From an optimization exercise on the open Yosys and OpenROAD flow, aimed at small area, a short achievable clock period and few clock cycles; shortcuts taken in it are not production practice. Function was checked by simulation only, so behaviour that the tests miss may differ from the original. Power figures rest on the tool's default switching activity, not on a simulated workload.

==> design/flow/design.v <==
package vfsp_pkg;
  localparam logic [2:0] EV_VOXEL        = 3'd0;
  localparam logic [2:0] EV_DIMENSIONS   = 3'd1;
  localparam logic [2:0] EV_HEADER_OK    = 3'd2;
  localparam logic [2:0] EV_BAD_HEADER   = 3'd3;
  localparam logic [2:0] EV_SIZE_MISSING = 3'd4;
  localparam logic [2:0] EV_XYZI_MISSING = 3'd5;
  localparam logic [2:0] EV_MAIN_MISSING = 3'd6;
  typedef struct packed {
    logic [2:0]         kind;
    logic [7:0]         voxel_x;
    logic [7:0]         voxel_y;
    logic [7:0]         voxel_z;
    logic [7:0]         material;
    logic signed [31:0] size_x;
    logic signed [31:0] size_y;
    logic signed [31:0] size_z;
    logic signed [31:0] file_version;
    logic [15:0]        model_number;
    logic               last_voxel;
  } event_t;
endpackage
module vfsp_core (
  input  logic            clk,
  input  logic            rst,
  input  logic            advance,
  input  logic [7:0]      data_byte,
  input  logic            start_of_file,
  output vfsp_pkg::event_t res,
  output logic            res_valid
);
  typedef enum logic [3:0] {
    PH_MAGIC, PH_VERSION, PH_MAIN_HDR, PH_SECOND_HDR, PH_PACK_COUNT, PH_TOP_DIMS,
    PH_SIZE_HDR, PH_DIMS, PH_XYZI_HDR, PH_VOX_COUNT, PH_VOXELS, PH_DONE
  } phase_t;
  typedef enum logic [2:0] {
    CK_MAIN = 3'd0, CK_PACK = 3'd1, CK_SIZE = 3'd2, CK_XYZI = 3'd3, CK_RGBA = 3'd4,
    CK_UNKNOWN = 3'd7
  } chunk_t;
  localparam logic [7:0] CHAR_M     = 8'h4d;
  localparam logic [7:0] CHAR_P     = 8'h50;
  localparam logic [7:0] CHAR_S     = 8'h53;
  localparam logic [7:0] CHAR_X     = 8'h58;
  localparam logic [7:0] CHAR_R     = 8'h52;
  localparam logic [7:0] CHAR_V     = 8'h56;
  localparam logic [7:0] CHAR_O     = 8'h4f;
  localparam logic [7:0] CHAR_SPACE = 8'h20;
  phase_t      phase, phase_next, ph_c;
  logic [3:0]  pos, pos_next, pos_c, pos_inc;
  logic [31:0] word, word_next, word_c;
  chunk_t      ck, ck_next, ck_c, kind_b;
  logic [31:0] d0, d0_next, d0_c;
  logic [31:0] d1, d1_next, d1_c;
  logic [30:0] ml, ml_next, ml_c, ml_dec;
  logic [15:0] mc, mc_next, mc_c, mc_inc;
  logic [30:0] vl, vl_next, vl_c;
  logic [30:0] count_w;
  logic [7:0]  ub, magic_ch;
  logic        neg;
  function automatic phase_t entry_phase(input logic [30:0] left, input chunk_t kind);
    phase_t p;
    if (left == '0) begin
      p = PH_DONE;
    end else if (kind == CK_SIZE) begin
      p = PH_XYZI_HDR;
    end else begin
      p = PH_SIZE_HDR;
    end
    entry_phase = p;
  endfunction
  always_comb begin
    ub = (data_byte >= 8'h61 && data_byte <= 8'h7a) ? data_byte - 8'd32 : data_byte;
    case (ub)
      CHAR_M:  kind_b = CK_MAIN;
      CHAR_P:  kind_b = CK_PACK;
      CHAR_S:  kind_b = CK_SIZE;
      CHAR_X:  kind_b = CK_XYZI;
      CHAR_R:  kind_b = CK_RGBA;
      default: kind_b = CK_UNKNOWN;
    endcase
  end
  always_comb begin
    ph_c   = start_of_file ? PH_MAGIC : phase;
    pos_c  = start_of_file ? 4'd0 : pos;
    word_c = start_of_file ? 32'd0 : word;
    ck_c   = start_of_file ? CK_UNKNOWN : ck;
    d0_c   = start_of_file ? 32'd0 : d0;
    d1_c   = start_of_file ? 32'd0 : d1;
    ml_c   = start_of_file ? 31'd1 : ml;
    mc_c   = start_of_file ? 16'd0 : mc;
    vl_c   = start_of_file ? 31'd0 : vl;
    case (pos_c[1:0])
      2'd0:    magic_ch = CHAR_V;
      2'd1:    magic_ch = CHAR_O;
      2'd2:    magic_ch = CHAR_X;
      default: magic_ch = CHAR_SPACE;
    endcase
    word_next = {data_byte, word_c[31:8]};
    neg       = data_byte[7];
    count_w   = neg ? 31'd0 : word_next[30:0];
    ml_dec    = ml_c - 31'd1;
    mc_inc    = mc_c + 16'd1;
    pos_inc   = pos_c + 4'd1;
    phase_next = ph_c;
    pos_next   = pos_c;
    ck_next    = ck_c;
    d0_next    = d0_c;
    d1_next    = d1_c;
    ml_next    = ml_c;
    mc_next    = mc_c;
    vl_next    = vl_c;
    res        = '0;
    res_valid  = 1'b0;
    case (ph_c)
      PH_MAGIC: begin
        if (ub != magic_ch) begin
          phase_next       = PH_DONE;
          res.kind         = vfsp_pkg::EV_BAD_HEADER;
          res.file_version = '1;
          res_valid        = 1'b1;
        end else if (pos_c >= 4'd3) begin
          phase_next = PH_VERSION;
          pos_next   = 4'd0;
        end else begin
          pos_next = pos_inc;
        end
      end
      PH_VERSION, PH_PACK_COUNT, PH_VOX_COUNT: begin
        if (pos_c < 4'd3) begin
          pos_next = pos_inc;
        end else begin
          pos_next = 4'd0;
          if (ph_c == PH_VERSION) begin
            res.kind         = neg ? vfsp_pkg::EV_BAD_HEADER : vfsp_pkg::EV_HEADER_OK;
            res.file_version = word_next;
            res_valid        = 1'b1;
            phase_next       = neg ? PH_DONE : PH_MAIN_HDR;
          end else if (ph_c == PH_PACK_COUNT) begin
            ml_next    = count_w;
            phase_next = entry_phase(count_w, ck_c);
          end else begin
            vl_next = count_w;
            if (count_w == '0) begin
              ml_next    = ml_dec;
              mc_next    = mc_inc;
              phase_next = entry_phase(ml_dec, ck_c);
            end else begin
              phase_next = PH_VOXELS;
            end
          end
        end
      end
      PH_MAIN_HDR, PH_SECOND_HDR, PH_SIZE_HDR, PH_XYZI_HDR: begin
        if (pos_c == 4'd0) begin
          ck_next = kind_b;
        end
        if (pos_c < 4'd11) begin
          pos_next = pos_inc;
        end else begin
          pos_next = 4'd0;
          if (ph_c == PH_MAIN_HDR) begin
            if (ck_c != CK_MAIN) begin
              phase_next = PH_DONE;
              res.kind   = vfsp_pkg::EV_MAIN_MISSING;
              res_valid  = 1'b1;
            end else begin
              phase_next = PH_SECOND_HDR;
            end
          end else if (ph_c == PH_SECOND_HDR) begin
            if (ck_c == CK_PACK) begin
              phase_next = PH_PACK_COUNT;
            end else if (ck_c == CK_SIZE) begin
              phase_next = PH_TOP_DIMS;
            end else begin
              phase_next = entry_phase(ml_c, ck_c);
            end
          end else if (ph_c == PH_SIZE_HDR) begin
            if (ck_c == CK_SIZE) begin
              phase_next = PH_DIMS;
            end else begin
              phase_next       = PH_XYZI_HDR;
              res.kind         = vfsp_pkg::EV_SIZE_MISSING;
              res.model_number = mc_c;
              res_valid        = 1'b1;
            end
          end else begin
            if (ck_c == CK_XYZI) begin
              phase_next = PH_VOX_COUNT;
            end else begin
              res.kind         = vfsp_pkg::EV_XYZI_MISSING;
              res.model_number = mc_c;
              res_valid        = 1'b1;
              ml_next          = ml_dec;
              mc_next          = mc_inc;
              phase_next       = entry_phase(ml_dec, ck_c);
            end
          end
        end
      end
      PH_TOP_DIMS, PH_DIMS: begin
        if (pos_c == 4'd3) begin
          d0_next = word_next;
        end else if (pos_c == 4'd7) begin
          d1_next = word_next;
        end
        if (pos_c < 4'd11) begin
          pos_next = pos_inc;
        end else begin
          pos_next         = 4'd0;
          res.kind         = vfsp_pkg::EV_DIMENSIONS;
          res.size_x       = d0_c;
          res.size_y       = d1_c;
          res.size_z       = word_next;
          res.model_number = mc_c;
          res_valid        = 1'b1;
          phase_next       = (ph_c == PH_TOP_DIMS) ? entry_phase(ml_c, ck_c) : PH_XYZI_HDR;
        end
      end
      PH_VOXELS: begin
        if (pos_c < 4'd3) begin
          pos_next = pos_inc;
        end else begin
          pos_next         = 4'd0;
          vl_next          = vl_c - 31'd1;
          res.kind         = vfsp_pkg::EV_VOXEL;
          res.voxel_x      = word_next[7:0];
          res.voxel_y      = word_next[15:8];
          res.voxel_z      = word_next[23:16];
          res.material     = data_byte;
          res.model_number = mc_c;
          res.last_voxel   = (vl_c == 31'd1);
          res_valid        = 1'b1;
          if (vl_c == 31'd1) begin
            ml_next    = ml_dec;
            mc_next    = mc_inc;
            phase_next = entry_phase(ml_dec, ck_c);
          end
        end
      end
      default: begin
        phase_next = PH_DONE;
        pos_next   = 4'd0;
      end
    endcase
  end
  always_ff @(posedge clk) begin
    if (rst) begin
      phase <= PH_MAGIC;
      pos   <= 4'd0;
      word  <= 32'd0;
      ck    <= CK_UNKNOWN;
      d0    <= 32'd0;
      d1    <= 32'd0;
      ml    <= 31'd1;
      mc    <= 16'd0;
      vl    <= 31'd0;
    end else if (advance) begin
      phase <= phase_next;
      pos   <= pos_next;
      word  <= word_next;
      ck    <= ck_next;
      d0    <= d0_next;
      d1    <= d1_next;
      ml    <= ml_next;
      mc    <= mc_next;
      vl    <= vl_next;
    end
  end
endmodule
module voxel_file_stream_parser (
  input  logic               clk,
  input  logic               rst,
  input  logic               data_valid,
  output logic               data_stall,
  input  logic [7:0]         data_byte,
  input  logic               start_of_file,
  output logic               event_valid,
  input  logic               event_stall,
  output logic [2:0]         event_kind,
  output logic [7:0]         voxel_x,
  output logic [7:0]         voxel_y,
  output logic [7:0]         voxel_z,
  output logic [7:0]         material,
  output logic signed [31:0] size_x,
  output logic signed [31:0] size_y,
  output logic signed [31:0] size_z,
  output logic signed [31:0] file_version,
  output logic [15:0]        model_number,
  output logic               last_voxel
);
  logic             in_full;
  logic [7:0]       in_byte;
  logic             in_sof;
  logic             advance;
  vfsp_pkg::event_t res;
  logic             res_valid;
  vfsp_pkg::event_t held;
  logic             skid_valid;
  vfsp_pkg::event_t skid;
  assign data_stall = in_full && skid_valid;
  assign advance    = in_full && !skid_valid;
  vfsp_core u_core (
    .clk           (clk),
    .rst           (rst),
    .advance       (advance),
    .data_byte     (in_byte),
    .start_of_file (in_sof),
    .res           (res),
    .res_valid     (res_valid)
  );
  always_ff @(posedge clk) begin
    if (rst) begin
      in_full <= 1'b0;
    end else if (data_valid && !data_stall) begin
      in_full <= 1'b1;
    end else if (advance) begin
      in_full <= 1'b0;
    end
    if (data_valid && !data_stall) begin
      in_byte <= data_byte;
      in_sof  <= start_of_file;
    end
  end
  always_ff @(posedge clk) begin
    if (rst) begin
      event_valid <= 1'b0;
      skid_valid  <= 1'b0;
    end else if (advance && res_valid) begin
      if (event_valid && event_stall) begin
        skid       <= res;
        skid_valid <= 1'b1;
      end else begin
        held        <= res;
        event_valid <= 1'b1;
      end
    end else if (event_valid && !event_stall) begin
      if (skid_valid) begin
        held       <= skid;
        skid_valid <= 1'b0;
      end else begin
        event_valid <= 1'b0;
      end
    end
  end
  assign event_kind   = held.kind;
  assign voxel_x      = held.voxel_x;
  assign voxel_y      = held.voxel_y;
  assign voxel_z      = held.voxel_z;
  assign material     = held.material;
  assign size_x       = held.size_x;
  assign size_y       = held.size_y;
  assign size_z       = held.size_z;
  assign file_version = held.file_version;
  assign model_number = held.model_number;
  assign last_voxel   = held.last_voxel;
endmodule
==> design/flow/run.sh <==
#!/bin/bash
# synth_recipe.tcl (not shown) runs the flow's synth.tcl, then flattens the netlist and writes it again
# the make line also repeats each setting of config.mk as NAME=value (left out here)
make -C /OpenROAD-flow-scripts/flow DESIGN_CONFIG=/design/flow/config.mk WORK_HOME=/design/flow/orfs CLKGATE_MAP_FILE= SYNTH_SCRIPT=/design/flow/synth_recipe.tcl finish
==> design/flow/config.mk <==
export PLATFORM = sky130hd
export DESIGN_NAME = voxel_file_stream_parser
export DESIGN_NICKNAME = voxel_file_stream_parser
export VERILOG_FILES = /design/flow/design.v
export SDC_FILE = /design/flow/constraint.sdc
export NUM_CORES = 4
export LEC_CHECK = 0
export CAP_MARGIN = 20
export CORE_MARGIN = 2
export CORE_UTILIZATION = 40
export SLEW_MARGIN = 20
==> design/flow/constraint.sdc <==
create_clock -name core_clock -period 5.0 [get_ports {clk}]
set_input_delay 1.0000 -clock core_clock [delete_from_list [all_inputs] [get_ports {clk}]]
set_output_delay 1.0000 -clock core_clock [all_outputs]
set_load 0.01 [all_outputs]
==> results.py <==
metrics = {
    "routing": {
        "firstDrtPassIters": 6,
        "ant_nets": 0,
        "drc_errors": 0,
        "vias": 20100,
        "wirelength_um": 79100,
        "drt_iter0_drc": 1995,
        "routed_via_density": 5.88,
        "routedWlPerCell_um": 23.1,
    },
    "yosys": {
        "syn-num-nets": 2400,
        "yosys.area.top_type_share": 0.438,
        "synthTopCellsByArea": "edfxtp_1 (44%), dfxtp_1 (14%), mux2_2 (7.4%)",
        "avgSynthCellArea_um2": 10.6,
        "synth_commonest_cells": "edfxtp_1 (369), nand2_1 (263), nor2_1 (255)",
        "ys.flop_type": "edfxtp_1",
        "yosysSeqAreaShare": 0.581,
        "synth-seq-cells": 549,
        "syn_inst": 2377,
        "async_flop_share": 0,
        "yosysWarnings": 2,
        "yosysMostFrequentCell": "edfxtp_1",
        "synth.cell_area_um2": 25300,
        "synth.distinct_cells": 74,
        "yosysTopAreaCell": "edfxtp_1",
        "synth-edff-count": 369,
    },
    "clock_tree": {
        "clock-sinks": 549,
        "cts_hold_buf": 0,
        "cts_tree": "done",
        "clk_pin_slew_ns": 0.07,
        "cts_made_buffers": 56,
        "h-tree-depth": 2,
        "post_cts_resized": 0,
        "cts_root_buf": "clkbuf_16",
        "clk_path_buf_depth": 3,
        "postCtsSetupBuffers": 0,
        "clock_latency_ns": 0.64,
    },
    "floorplan": {
        "boundaryPins": 195,
        "rows": 92,
        "die_y_um": 255,
        "coreArea_um2": 62700,
        "dieArea_um2": 65200,
        "initial_core_util": 0.403,
        "die_w_um": 255,
    },
    "timing": {
        "slew_viol_final": 0,
        "report.final.hold_viol_count": 0,
        "post-route-min-period_ns": 4.10,
        "min_period_over_period": 0.819,
        "relSlewSlack": 0.300,
        "setup_viol": 0,
        "rsz0062_at_grt": "no",
        "tightest_slew_ns": 1.05,
        "max_freq_ghz": 0.244,
        "skew_ns": 0.0291,
    },
    "finish": {
        "instances_no_fill": 3420,
        "area_delta_synth_final_pct": 19.8,
        "n_antenna_cell": 0,
        "final_nets": 2549,
        "fin_area_um2": 30300,
        "drive_above_1_share": 0.141,
    },
    "worst_setup_path": {
        "worstSetupEndpoint": "held[35]$_DFFE_PP_",
        "cp-start-kind": "register",
        "r2r_slack_ns": 0.90,
        "crit_fanout": 138,
        "crit_path_max_incr_delay_ns": 0.71,
        "cp_top_family": "compound AO/OA/AOI/OAI gates",
        "path_depth": 9,
        "end_kind": "register",
        "reg2regPathDepth": 9,
        "reg2reg_from": "in_sof$_DFFE_PP_",
        "worstPathCellList": "buf_12 -> nor2b_1 -> and3_1 -> a21oi_1 -> o21a_1 -> o21ai_1 -> a41oi_4 -> buf_4 -> mux2_2",
        "cp.arrival_ns": 4.46,
        "regToRegEndpoint": "held[35]$_DFFE_PP_",
        "crit_path_top_delay_cell": "a41oi_4",
        "required_ns": 5.36,
        "critPathKind": "reg -> reg",
        "cp.buffers_inverters": 2,
        "cp-startpoint": "in_sof$_DFFE_PP_",
    },
    "power": {
        "intPower_mw": 7.85,
        "combPwrFrac": 0.082,
        "pwr-share-seq": 0.484,
        "peakVddDrop_uv": 299,
        "swShare": 0.237,
        "power_mw": 10.3,
        "power_density_nw_per_um2": 340,
        "leakagePower_nw": 9.82,
        "clockPowerShare": 0.434,
        "p_sw_mw": 2.44,
    },
    "placed_design": {
        "hpwlAfterDp_um": 52000,
        "post_dp_cell_area_um2": 28300,
        "dp_cells": 3314,
        "io_buffers": 194,
        "gp_congestion": 0.937,
    },
    "worst_hold_path": {
        "hp-class": "reg -> reg",
        "min_from": "u_core.word[24]$_SDFFE_PP0P_",
    },
    "global_routing": {
        "grt_pass1_wl_um": 121000,
        "grt_max_degree": 139,
        "antenna_found_initial": 1,
        "overflow": 0,
        "grt_pass1_vias": 19200,
        "track_usage": 0.235,
    },
    "run_status": {
        "status": "timing/DRC/antenna clean",
    },
    "job": {
        "drv_cap": 0,
    },
}
-- final cells by class --
type / instances / area (µm²)
Fill cell: 5675 / 32400
Sequential cell: 549 / 14700
Multi-Input combinational cell: 1628 / 9940
Timing Repair Buffer: 266 / 2540
Clock buffer: 72 / 1580
Tap cell: 846 / 1060
Clock inverter: 34 / 392
Inverter: 25 / 96.3
-- worst min-delay path, stage by stage (launching register included) --
cell and delay (ns):
dfxtp_1 0.33, nand2_1 0.06, a21oi_1 0.05
-- power by group through the flow --
stage / Sequential, mW / Clock, mW / Combinational [mW]
after floorplan: 5.09 / 0 / 0.487
after global placement: 5.08 / 0 / 0.826
after detailed placement: 5.08 / 0 / 0.831
after CTS: 4.99 / 4.56 / 0.835
after global routing: 4.99 / 4.72 / 0.895
final: 4.99 / 4.47 / 0.841
-- cells by family after synthesis --
family	share of synthesized area
buffers and inverters	0.0308
muxes	0.0759
and+or+nand+nor	0.161
DFF	0.581
adders and majority gates	0.00495
xor gates and xnor gates	0.00901
AOI/OAI and AO/OA	0.138
-- routing by layer --
metal	share of wire	GRT usage
met1	0.43	0.330
met2	0.46	0.373
met3	0.076	0.0391
met4	0.030	0.0722
met5	0.00030	0
-- sequential cells by signal, summed over array words and instances, names as in the netlist --
name          count
event_valid       1
held            180
in_byte           8
in_full           1
in_sof            1
skid            180
skid_valid        1
u_core.ck         3
u_core.d0        32
u_core.d1        32
u_core.mc        16
u_core.ml        31
u_core.phase      4
u_core.pos        4
u_core.vl        31
u_core.word      24
-- worst min-delay path by stage --
stage,end,cells after the start,slack [ns]
after global routing,u_core.word[24]$_SDFFE_PP0P_,2,0.51
after detailed placement,u_core.d0[0]$_SDFFE_PP0P_,2,0.47
after CTS,u_core.word[24]$_SDFFE_PP0P_,2,0.49
after global placement,u_core.vl[26]$_SDFFE_PP0P_,2,0.46
final,u_core.word[24]$_SDFFE_PP0P_,2,0.49
after floorplan,u_core.mc[15]$_SDFFE_PP0P_,1,0.44
-- cell usage in the layout, fill, tap and decap left out, drive strengths merged, types with 22 or more instances in the layout --
cell type and count:
edfxtp 369, nand2 263, nor2 255, clkdlybuf4s50 193, dfxtp 180, o21ai 174
mux2 165, a21oi 134, a22oi 91, and3 83, buf 73, clkbuf 72
nor3 53, nor2b 42, nand3 32, nor4 28, inv 28, a31oi 23
and2 22, o22ai 22
-- per-stage QoR --
stage	setup slack [ns]	utilization	TNS (ns)	hold WS, ns
after global placement	1.07	0.451	0	0.464
after detailed placement	1.02	0.451	0	0.474
after global routing	0.659	0.483	0	0.511
after floorplan	-2.33	-	-834.03	0.436
final	0.904	0.483	0	0.489
after CTS	0.975	0.483	0	0.488
Testbench counts, summed over its fixed seeds: cycles 16,060.

[port drivers added, routing unchanged]
The results above use ideal ports. As a check the final layout listed here was re-extracted and re-timed, cells and wires unchanged. Step 1, drivers: a clkbuf_16 drives clk and a buf_2 each remaining input, both assumed. Step 2 also shifts input and output timing later by t, the mid clock arrival at the registers, as if the neighbouring blocks saw the same clock. Slacks: ideal / step 1 / step 2; pairs: ideal / step 1.
t, ns: 0.681
setup slack, ns: 0.904 / 0.904 / 0.904
worst hold slack (ns): 0.489 / 0.489 / 0.489
worst setup path after step 2: register to register
cell pins on the clock port's net: 1
After both steps this run still meets setup and hold. The setup slack of this run moves by 0.000 ns with the drivers and by 0.000 ns with both steps.
